This is an optimization exercise on Yosys and OpenROAD, whose aim is small area, a short achievable clock period and few clock cycles per item, not a production implementation. Only the layout flow was run in this run; the RTL was not checked for function there. Power is estimated from default activity; no workload was simulated.

==> design.v <==
package tpu_pkg;
        localparam int ARRAY_DIM  = 4;
        localparam int DATA_WIDTH = 8;
        typedef logic [DATA_WIDTH-1:0] elem_t;
endpackage
`timescale 1ns/10ps
module tpu_pe
(
        input  logic [7:0] a_in,
        input  logic [7:0] b_in,
        input  logic [7:0] acc_in,
        output logic [7:0] sum
);
        logic pp1, pp2, pp3, pp4, pp5, pp6, pp7, pp8, pp9, pp10, pp11, pp12, pp13, pp14, pp15, pp16, pp17, pp18, pp19, pp20, pp21, pp22, pp23, pp24, pp25, pp26, pp27, pp28, pp29, pp30, pp31, pp32, pp33, pp34, pp35, pp36, s37, c38, s39, c40, s41, c42, s43, c44, s45, c46, s47, c48, s49, c50, s51, c52, s53, c54, s55, c56, s57, c58, s59, c60, s61, c62, s63, c64, s65, c66, s67, c68, s69, c70, s71, c72, s73, c74, s75, c76, s77, c78, s79, c80, s81, c82, s83, c84, s85, c86, x87, x88, x89, x90, x91, x92, x93, x94, x95, x96, x97, x98, x99, x100;
        logic [7:4] row0, row1;
        logic top, c7;
        assign pp1 = ~a_in[0] | ~b_in[0];
        assign pp2 = ~a_in[0] | ~b_in[1];
        assign pp3 = ~a_in[0] | ~b_in[2];
        assign pp4 = ~a_in[0] | ~b_in[3];
        assign pp5 = ~a_in[0] | ~b_in[4];
        assign pp6 = ~a_in[0] | ~b_in[5];
        assign pp7 = ~a_in[0] | ~b_in[6];
        assign pp8 = ~a_in[0] | ~b_in[7];
        assign pp9 = ~a_in[1] | ~b_in[0];
        assign pp10 = ~a_in[1] | ~b_in[1];
        assign pp11 = ~a_in[1] | ~b_in[2];
        assign pp12 = ~a_in[1] | ~b_in[3];
        assign pp13 = ~a_in[1] | ~b_in[4];
        assign pp14 = ~a_in[1] | ~b_in[5];
        assign pp15 = ~a_in[1] | ~b_in[6];
        assign pp16 = ~a_in[2] | ~b_in[0];
        assign pp17 = ~a_in[2] | ~b_in[1];
        assign pp18 = ~a_in[2] | ~b_in[2];
        assign pp19 = ~a_in[2] | ~b_in[3];
        assign pp20 = ~a_in[2] | ~b_in[4];
        assign pp21 = ~a_in[2] | ~b_in[5];
        assign pp22 = ~a_in[3] | ~b_in[0];
        assign pp23 = ~a_in[3] | ~b_in[1];
        assign pp24 = ~a_in[3] | ~b_in[2];
        assign pp25 = ~a_in[3] | ~b_in[3];
        assign pp26 = ~a_in[3] | ~b_in[4];
        assign pp27 = ~a_in[4] | ~b_in[0];
        assign pp28 = ~a_in[4] | ~b_in[1];
        assign pp29 = ~a_in[4] | ~b_in[2];
        assign pp30 = ~a_in[4] | ~b_in[3];
        assign pp31 = ~a_in[5] | ~b_in[0];
        assign pp32 = ~a_in[5] | ~b_in[1];
        assign pp33 = ~a_in[5] | ~b_in[2];
        assign pp34 = ~a_in[6] | ~b_in[0];
        assign pp35 = ~a_in[6] | ~b_in[1];
        assign pp36 = ~a_in[7] | ~b_in[0];
        assign s37 = pp1 ^ acc_in[0];
        assign c38 = pp1 & acc_in[0];
        assign s39 = pp2 ^ pp9 ^ acc_in[1];
        assign c40 = (pp2 & pp9) | (pp2 & acc_in[1]) | (pp9 & acc_in[1]);
        assign s41 = c38 ^ s39;
        assign c42 = c38 & s39;
        assign s43 = pp10 ^ pp16 ^ pp3;
        assign c44 = (pp10 & pp16) | (pp10 & pp3) | (pp16 & pp3);
        assign s45 = acc_in[2] ^ c40 ^ s43;
        assign c46 = (acc_in[2] & c40) | (acc_in[2] & s43) | (c40 & s43);
        assign s47 = c42 ^ s45;
        assign c48 = c42 & s45;
        assign s49 = pp11 ^ pp17 ^ pp22;
        assign c50 = (pp11 & pp17) | (pp11 & pp22) | (pp17 & pp22);
        assign s51 = pp4 ^ acc_in[3] ^ c44;
        assign c52 = (pp4 & acc_in[3]) | (pp4 & c44) | (acc_in[3] & c44);
        assign s53 = s49 ^ c46 ^ s51;
        assign c54 = (s49 & c46) | (s49 & s51) | (c46 & s51);
        assign s55 = c48 ^ s53;
        assign c56 = c48 & s53;
        assign s57 = pp12 ^ pp18 ^ pp23;
        assign c58 = (pp12 & pp18) | (pp12 & pp23) | (pp18 & pp23);
        assign s59 = pp27 ^ pp5 ^ acc_in[4];
        assign c60 = (pp27 & pp5) | (pp27 & acc_in[4]) | (pp5 & acc_in[4]);
        assign s61 = c50 ^ s57 ^ s59;
        assign c62 = (c50 & s57) | (c50 & s59) | (s57 & s59);
        assign s63 = c52 ^ s61 ^ c54;
        assign c64 = (c52 & s61) | (c52 & c54) | (s61 & c54);
        assign s65 = pp13 ^ pp19 ^ pp24;
        assign c66 = (pp13 & pp19) | (pp13 & pp24) | (pp19 & pp24);
        assign s67 = pp28 ^ pp31 ^ pp6;
        assign c68 = (pp28 & pp31) | (pp28 & pp6) | (pp31 & pp6);
        assign s69 = acc_in[5] ^ c58 ^ c60;
        assign c70 = (acc_in[5] & c58) | (acc_in[5] & c60) | (c58 & c60);
        assign s71 = s65 ^ s67 ^ c62;
        assign c72 = (s65 & s67) | (s65 & c62) | (s67 & c62);
        assign s73 = s69 ^ s71;
        assign c74 = s69 & s71;
        assign s75 = pp14 ^ pp20 ^ pp25;
        assign c76 = (pp14 & pp20) | (pp14 & pp25) | (pp20 & pp25);
        assign s77 = pp29 ^ pp32 ^ pp34;
        assign c78 = (pp29 & pp32) | (pp29 & pp34) | (pp32 & pp34);
        assign s79 = pp7 ^ acc_in[6] ^ c66;
        assign c80 = (pp7 & acc_in[6]) | (pp7 & c66) | (acc_in[6] & c66);
        assign s81 = c68 ^ s75 ^ s77;
        assign c82 = (c68 & s75) | (c68 & s77) | (s75 & s77);
        assign s83 = c70 ^ s79 ^ s81;
        assign c84 = (c70 & s79) | (c70 & s81) | (s79 & s81);
        assign s85 = c72 ^ s83;
        assign c86 = c72 & s83;
        tpu_x u_x87 (.a(pp15), .b(pp21), .y(x87));
        tpu_x u_x88 (.a(pp26), .b(pp30), .y(x88));
        tpu_x u_x89 (.a(pp33), .b(pp35), .y(x89));
        tpu_x u_x90 (.a(pp36), .b(pp8), .y(x90));
        tpu_x u_x91 (.a(acc_in[7]), .b(x87), .y(x91));
        tpu_x u_x92 (.a(x88), .b(x89), .y(x92));
        tpu_x u_x93 (.a(x90), .b(c76), .y(x93));
        tpu_x u_x94 (.a(c78), .b(x91), .y(x94));
        tpu_x u_x95 (.a(x92), .b(x93), .y(x95));
        tpu_x u_x96 (.a(x94), .b(c80), .y(x96));
        tpu_x u_x97 (.a(x95), .b(c82), .y(x97));
        tpu_x u_x98 (.a(x96), .b(x97), .y(x98));
        tpu_x u_x99 (.a(x98), .b(c84), .y(x99));
        tpu_x u_x100 (.a(x99), .b(c86), .y(x100));
        assign sum[0] = s37;
        assign sum[1] = s41;
        assign sum[2] = s47;
        assign sum[3] = s55;
        assign row0[4] = c56;
        assign row1[4] = s63;
        assign row0[5] = s73;
        assign row1[5] = c64;
        assign row0[6] = c74;
        assign row1[6] = s85;
        assign top = x100;
        assign {c7, sum[6:4]} = {1'b0, row0[6:4]} + {1'b0, row1[6:4]};
        tpu_x u_top (.a(top), .b(c7), .y(sum[7]));
endmodule
module tpu_x
(
        input  logic a,
        input  logic b,
        output logic y
);
        assign y = a ^ b;
endmodule
`timescale 1ns/10ps
module tpu_top
(
        input  logic clk,
        input  logic rst_n,
        input  logic in_valid,
        input  logic [31:0] a,
        input  logic [31:0] b,
        input  logic out_ready,
        output logic in_ready,
        output logic [31:0] out,
        output logic out_valid,
        output logic done
);
        localparam int N = 4;
        localparam int W = 8;
        logic [1:0]     kin;             
        logic           first;           
        logic [N-1:0]   orow;            
        logic [N*W-1:0] obuf [1:N-1];    
        logic [N*W-1:0] acc0;            
        logic [N*W-1:0] c_row [1:N-1];   
        logic last, ob_free, xfer, in_fire, out_fire;
        assign last     = (kin == 2'd3);
        assign ob_free  = !out_valid || (orow[N-1] && out_ready);
        assign in_ready = first ? (!orow[0] || out_ready) :
                          last  ? ob_free : 1'b1;
        assign in_fire  = in_valid && in_ready;
        assign xfer     = in_fire && last;
        assign out_valid = |orow;
        assign out_fire  = out_valid && out_ready;
        always_comb begin
                out = ~acc0 & {(N*W){orow[0]}};
                for (int r = 1; r < N; r++) begin
                        out = out | (~obuf[r] & {(N*W){orow[r]}});
                end
        end
        always_ff @(posedge clk or negedge rst_n) begin
                if (!rst_n) begin
                        kin  <= 2'd0;
                        first <= 1'b1;
                        orow <= '0;
                        done <= 1'b0;
                end else begin
                        done <= out_fire && orow[N-1];
                        if (in_fire) begin
                                kin   <= kin + 2'd1;
                                first <= last;
                        end
                        if (xfer) begin
                                orow <= 4'b0001;
                        end else if (out_fire) begin
                                orow <= {orow[N-2:0], 1'b0};
                        end
                end
        end
        always_ff @(posedge clk) begin
                if (xfer) begin
                        for (int r = 1; r < N; r++) begin
                                obuf[r] <= c_row[r];
                        end
                end
        end
        for (genvar i = 0; i < N; i++) begin : g_row
                for (genvar j = 0; j < N; j++) begin : g_col
                        logic [W-1:0] acc, sum;
                        tpu_pe u_pe (
                                .a_in   (a[(N-1-i)*W +: W]),
                                .b_in   (b[(N-1-j)*W +: W]),
                                .acc_in (first ? 8'd251 : acc),
                                .sum    (sum)
                        );
                        always_ff @(posedge clk) begin
                                if (in_fire) begin
                                        acc <= sum;
                                end
                        end
                        if (i == 0) begin : g_out0
                                assign acc0[(N-1-j)*W +: W] = acc;
                        end else begin : g_sum
                                assign c_row[i][(N-1-j)*W +: W] = sum;
                        end
                end
        end
endmodule
==> flow/run.sh <==
#!/bin/bash
# The standard layout with two changes:
# - the port buffers that buffer_ports inserts are sky130_fd_sc_hd__buf_4 instead of the
#   library's default pick, so the input ports can drive their fanout; every port still
#   gets its own buffer;
# - synthesis is the standard flow's own script (synth_recipe.tcl) except that Yosys's synth skips its
#   generic ABC pass (-noabc), so the full and half adders written in the RTL reach
#   extract_fa as written instead of re-expressed with inverters. Everything else (the
#   -nofsm -noshare synth, flattening, renaming, flip-flop mapping and the final ABC
#   mapping) is unchanged, so the registers are the standard synthesis's.
set -euo pipefail
sed '1s/.*/proc synth {args} { yosys synth -nofsm -noshare -noabc {*}$args }/' \
        synth_recipe.tcl > noabc_synth.tcl
sed "s#SYNTH_SCRIPT=[^ ]*#SYNTH_SCRIPT=$PWD/noabc_synth.tcl#" standard.sh > standard_noabc.sh
export BUFFER_PORTS_ARGS="-buffer_cell sky130_fd_sc_hd__buf_4"
bash standard_noabc.sh > standard.log 2>&1
==> standard.sh <==
#!/bin/bash
# synth_recipe.tcl (not shown) runs the flow's synth.tcl, then flattens the netlist and writes it again
# the make line also repeats each setting of config.mk as NAME=value (left out here)
make -C /OpenROAD-flow-scripts/flow DESIGN_CONFIG=/design/flow/config.mk WORK_HOME=/design/flow/orfs CLKGATE_MAP_FILE= SYNTH_SCRIPT=/design/flow/synth_recipe.tcl "${@:-finish}"
==> config.mk <==
export PLATFORM = sky130hd
export DESIGN_NAME = tpu_top
export DESIGN_NICKNAME = tpu_top
export VERILOG_FILES = /design/flow/design.v
export SDC_FILE = /design/flow/constraint.sdc
export NUM_CORES = 4
export LEC_CHECK = 0
export CAP_MARGIN = 20
export CORE_MARGIN = 2
export CORE_UTILIZATION = 55
export PLACE_DENSITY = 0.7
export SETUP_SLACK_MARGIN = 1.4
export SLEW_MARGIN = 20
export SYNTH_HIERARCHICAL = 1
==> constraint.sdc <==
create_clock -name core_clock -period 5.0 [get_ports {clk}]
set_input_delay 1.0000 -clock core_clock [delete_from_list [all_inputs] [get_ports {clk}]]
set_output_delay 1.0000 -clock core_clock [all_outputs]
set_load 0.01 [all_outputs]
==> run notes <==
DIE AREA: 41,780 µm²
Hold Fails Final Rpt: 0
Clock tree sinks: 232
Area share of the leading cell type in the synthesized netlist: 30.45%
Worst EP arrival: 3.95 ns
GRT Overall Usage: 30.43%
Logic depth of the worst register-to-register path: 10
Most common cell on crit path: sky130_fd_sc_hd__fa_2
Most frequently used flop master after synthesis: sky130_fd_sc_hd__edfxtp_1
Fraction of layout instances using a drive strength above 1: 30.14%
I/O pin cnt: 103
Finish-stage setup viols: 0
Area growth from synthesis to layout: 17.45%
Antenna-violating nets left: 0
Worst vdd rail ir drop: 439.7 µV
Total via count after detailed routing: 14,878
RSZ-0062 raised after global routing: yes
Slowest cell on crit path: sky130_fd_sc_hd__dfstp_4
Detailed Route WL: 61.33 mm
Pin count of the biggest net entering global routing: 129
Number of H-tree branching levels: 1
Total DRC errors in the routed layout: 0
Vertical die dimension: 204.4 µm
Sequential cell area fraction in the yosys report: 31.36%
Number of placed instances with taps included: 2,469
Die X-Extent: 204.4 µm
Routed WL per cell: 24.14 µm
Post-synthesis instance area: 22,090 µm²
Top post-synthesis cells by area: sky130_fd_sc_hd__edfxtp_1, sky130_fd_sc_hd__fa_1, sky130_fd_sc_hd__xor2_1, sky130_fd_sc_hd__nand2_1, sky130_fd_sc_hd__ha_1
Core area: 39,730 µm²
Worst Path Class, Setup: reg2reg
Mapped Nets: 2,483
GP Congestion: 0.8176
Number of port buffers: 102
Reg-to-reg setup timing slack: 1.36 ns
Kind of end point of the critical path: register
Clock transition at the registers of the reported paths: 0.06 ns
Maximum root-to-sink buffer count: 3
Fin Setup TNS: 0 ns
Placed wire-length estimate after detailed placement: 39.62 mm
Power density over the cells: 826.3 nW/µm²
CP required: 5.31 ns
CTS tree: done
Number of violations reported at the end of detailed-routing iteration 0: 1,021
Beginning of the worst register-to-register path: first
Synthesized flop and latch total: 232
Worst skew pair latency: 0.57 ns
Maximum single-stage delay on the critical path: 0.50 ns
Category of cells accounting for the largest share of critical-path delay: adder cells
Number of fillers in the final layout: 2,987
Min-delay worst type: in2async
Critical Path Source Type: register
Worst max-slew margin expressed relative to the limit: 41.52%
Post-Synthesis Mean Instance Area: 11.33 µm²
Worst Tran Pin Value: 0.8772 ns
Max-cap violations: 0
Run status: finished clean
Root cell of the clock tree: sky130_fd_sc_hd__clkbuf_16
Non-filler cells in the finished layout: 2,540
Final-stage net count: 2,527
Global route total overflow: 0
Number of warnings reported in the yosys synthesis log: 9
Number of global-route vias before repair: 15,927
First-pass GRT wire length: 94.39 mm
Vias per cell: 5.857
Place WS: 0.6803 ns
Post-route core utilization: 65.30%
Final period utilization: 72.87%
Initial core utilization: 55.60%
Highest Clock Rate: 0.2745 GHz
Cell count after synthesis: 1,950
Number of distinct standard cells referenced by the synthesized netlist: 27
Sequence of cells on the critical path: buf_12 -> buf_12 -> or2_4 -> fa_2 -> fa_2 -> fa_2 -> fa_2 -> ha_4 -> fa_2 -> xor2_2
FF-to-FF End: g_row[2].g_col[0].acc[6]
Post-synth top cells: sky130_fd_sc_hd__nand2_1, sky130_fd_sc_hd__fa_1, sky130_fd_sc_hd__xor2_1
Pins over their slew limit: 0
Post-synth EDFFs: 224
Dominant cell type by area after synthesis: sky130_fd_sc_hd__edfxtp_1
Peak fanout along the critical path: 10
Final critical-path required period: 3.643 ns
Detailed-router iteration count before antenna repair: 5
Slack of the critical path: 1.357 ns
Buffers plus inverters on the worst setup path: 2
Most frequently used cell type in the post-synthesis netlist: sky130_fd_sc_hd__nand2_1
Async set or reset register ratio after synthesis: 3.448%
Worst clock skew on the final layout: 0.02081 ns
Number of cell rows: 73
Clock buffers created by TritonCTS: 27
Pleak: 9.565 nW
Initial antenna violation count: 2
==> cells in the final DEF, fill, tap and decap left out, types with 2 or more instances in the layout <==
cell,synthesis,final
sky130_fd_sc_hd__a21oi_1,16,4
sky130_fd_sc_hd__a21oi_2,0,12
sky130_fd_sc_hd__buf_12,0,10
sky130_fd_sc_hd__buf_4,64,93
sky130_fd_sc_hd__buf_6,0,15
sky130_fd_sc_hd__buf_8,0,15
sky130_fd_sc_hd__bufinv_16,0,3
sky130_fd_sc_hd__clkbuf_1,24,2
sky130_fd_sc_hd__clkbuf_16,0,29
sky130_fd_sc_hd__clkinv_1,0,4
sky130_fd_sc_hd__clkinv_2,0,9
sky130_fd_sc_hd__clkinvlp_4,0,7
sky130_fd_sc_hd__dfrtp_1,7,7
sky130_fd_sc_hd__edfxtp_1,224,224
sky130_fd_sc_hd__fa_1,320,181
sky130_fd_sc_hd__fa_2,0,139
sky130_fd_sc_hd__ha_1,145,69
sky130_fd_sc_hd__ha_4,0,76
sky130_fd_sc_hd__inv_1,7,2
sky130_fd_sc_hd__inv_6,0,2
sky130_fd_sc_hd__mux2i_1,3,3
sky130_fd_sc_hd__nand2_1,594,560
sky130_fd_sc_hd__nand2_2,0,18
sky130_fd_sc_hd__nand2_4,0,16
sky130_fd_sc_hd__nand3_1,16,16
sky130_fd_sc_hd__nor2_1,4,4
sky130_fd_sc_hd__nor2b_1,17,17
sky130_fd_sc_hd__o22ai_1,65,65
sky130_fd_sc_hd__or2_2,144,131
sky130_fd_sc_hd__or2_4,0,13
sky130_fd_sc_hd__xor2_1,256,245
sky130_fd_sc_hd__xor2_2,0,11
==> worst reg2reg max path: cells and delay by family (launching register included) <==
kind          cells  cell delay (ns)
xor+xnor          1             0.16
fa+ha+maj         6             2.17
flops             1             0.50
buf+inv           2             0.32
simple gates      1             0.25
==> cell families (layout without fill, tap and decap cells) <==
kind of cell	count (synthesis)	count (layout)	share of synthesized area, %
compound gates	84	84	2.351
buf+inv	130	194	3.478
flops	232	232	31.36
other cells	0	1	0
mux	4	4	0.2039
xor+xnor	257	257	10.19
simple gates	778	778	15.20
fa+ha+maj	465	465	37.21
==> flip-flops by register name, indices dropped and copies added, names as in the netlist <==
| register | cells |
|---|---|
| g_row.g_col.acc | 128 |
| kin | 2 |
| first | 1 |
| orow | 4 |
| obuf | 96 |
| done | 1 |
==> what timing repair did <==
| item | CTS | global route |
|---|---|---|
| cloned | 2 | 2 |
| endpoints found under the setup margin | 105 | 84 |
| resized for setup | 95 | 60 |
| hold buffers | 0 | 0 |
| setup buffers | 12 | 5 |
| pin swaps | 53 | 61 |
==> final cells by class <==
type / instances / area, µm² / share of cell area (%)
Timing Repair Buffer: 137 / 1403 / 5.406
Sequential cell: 232 / 6932 / 26.72
Clock buffer: 29 / 683.2 / 2.633
Clock inverter: 20 / 186.4 / 0.7186
Tap cell: 525 / 656.9 / 2.532
Antenna cell: 1 / 2.502 / 0.009646
Timing Repair inverter: 1 / 7.507 / 0.02894
Multi-Input combinational cell: 1588 / 16030 / 61.79
Inverter: 7 / 42.54 / 0.1640
==> through the flow <==
stage / hold slack, ns / instance area [µm²] / power [mW]
2_1_floorplan: 0.4528 / 23540 / 15.42
3_3_place_gp: 0.4668 / 24150 / 17.66
3_5_place_dp: 0.4852 / 24150 / 18.17
4_1_cts: 0.2217 / 25580 / 21.09
5_1_grt: 0.2229 / 25940 / 23.15
6_report: 0.2439 / 25940 / 21.44
==> worst max path at each step <==
stage                    from                       end  slack [ns]  depth (start not counted)
floorplan           out_ready                obuf[1][0]        0.51                          3
detailed placement      b[24]               obuf[3][29]        0.68                          8
global route            first  g_row[2].g_col[0].acc[6]        1.30                         10
CTS                     first               obuf[2][21]        1.36                          9
finish                  first  g_row[2].g_col[0].acc[6]        1.36                         10
global placement         b[8]               obuf[1][13]        0.75                          8
==> metal layers <==
metal / vias up / share of wire [%] / global-route usage, %
met1: 7721 / 41 / 41.24
met4: 0 / 3.7 / 10.97
met5: - / 0 / 0
met2: 653 / 47 / 48.97
met3: 111 / 8.0 / 6.170
li1: 6393 / - / -
==> report_power, final <==
part           total (mW)  switching [mW]  internal, mW
Combinational        14.5            7.46          7.00
Clock                2.01           0.863          1.14
Sequential           4.97           0.333          4.64
==> Yosys stat by module, one instance, submodules excluded <==
module,flip-flops and latches,cells inside,times used
tpu_pe,0,75,16
tpu_top,232,510,1
tpu_x,0,1,240

## re-timing with driven ports
The flow's constraints put no driver on any port. The routed layout listed below was extracted and timed again, unchanged, in two steps.
Step 1 sets driving cells, clkbuf_16 on the clock port and buf_2 on the other inputs (assumed; they add their load-dependent delay and slew).
Step 2 also shifts input and output timing later by t, the mid clock arrival at the registers, as if the neighbouring blocks saw the same clock.
Slacks: no drivers / after step 1 / after step 2; pairs: no drivers / after step 1.
shift t [ns]: 0.610
setup WS [ns]: 1.357 / 1.357 / 0.786
worst setup path after step 2: input to register
After both steps setup and hold are still met in this run. For this run, drivers alone change the setup slack by 0.000 ns; drivers and shift together by -0.571 ns.
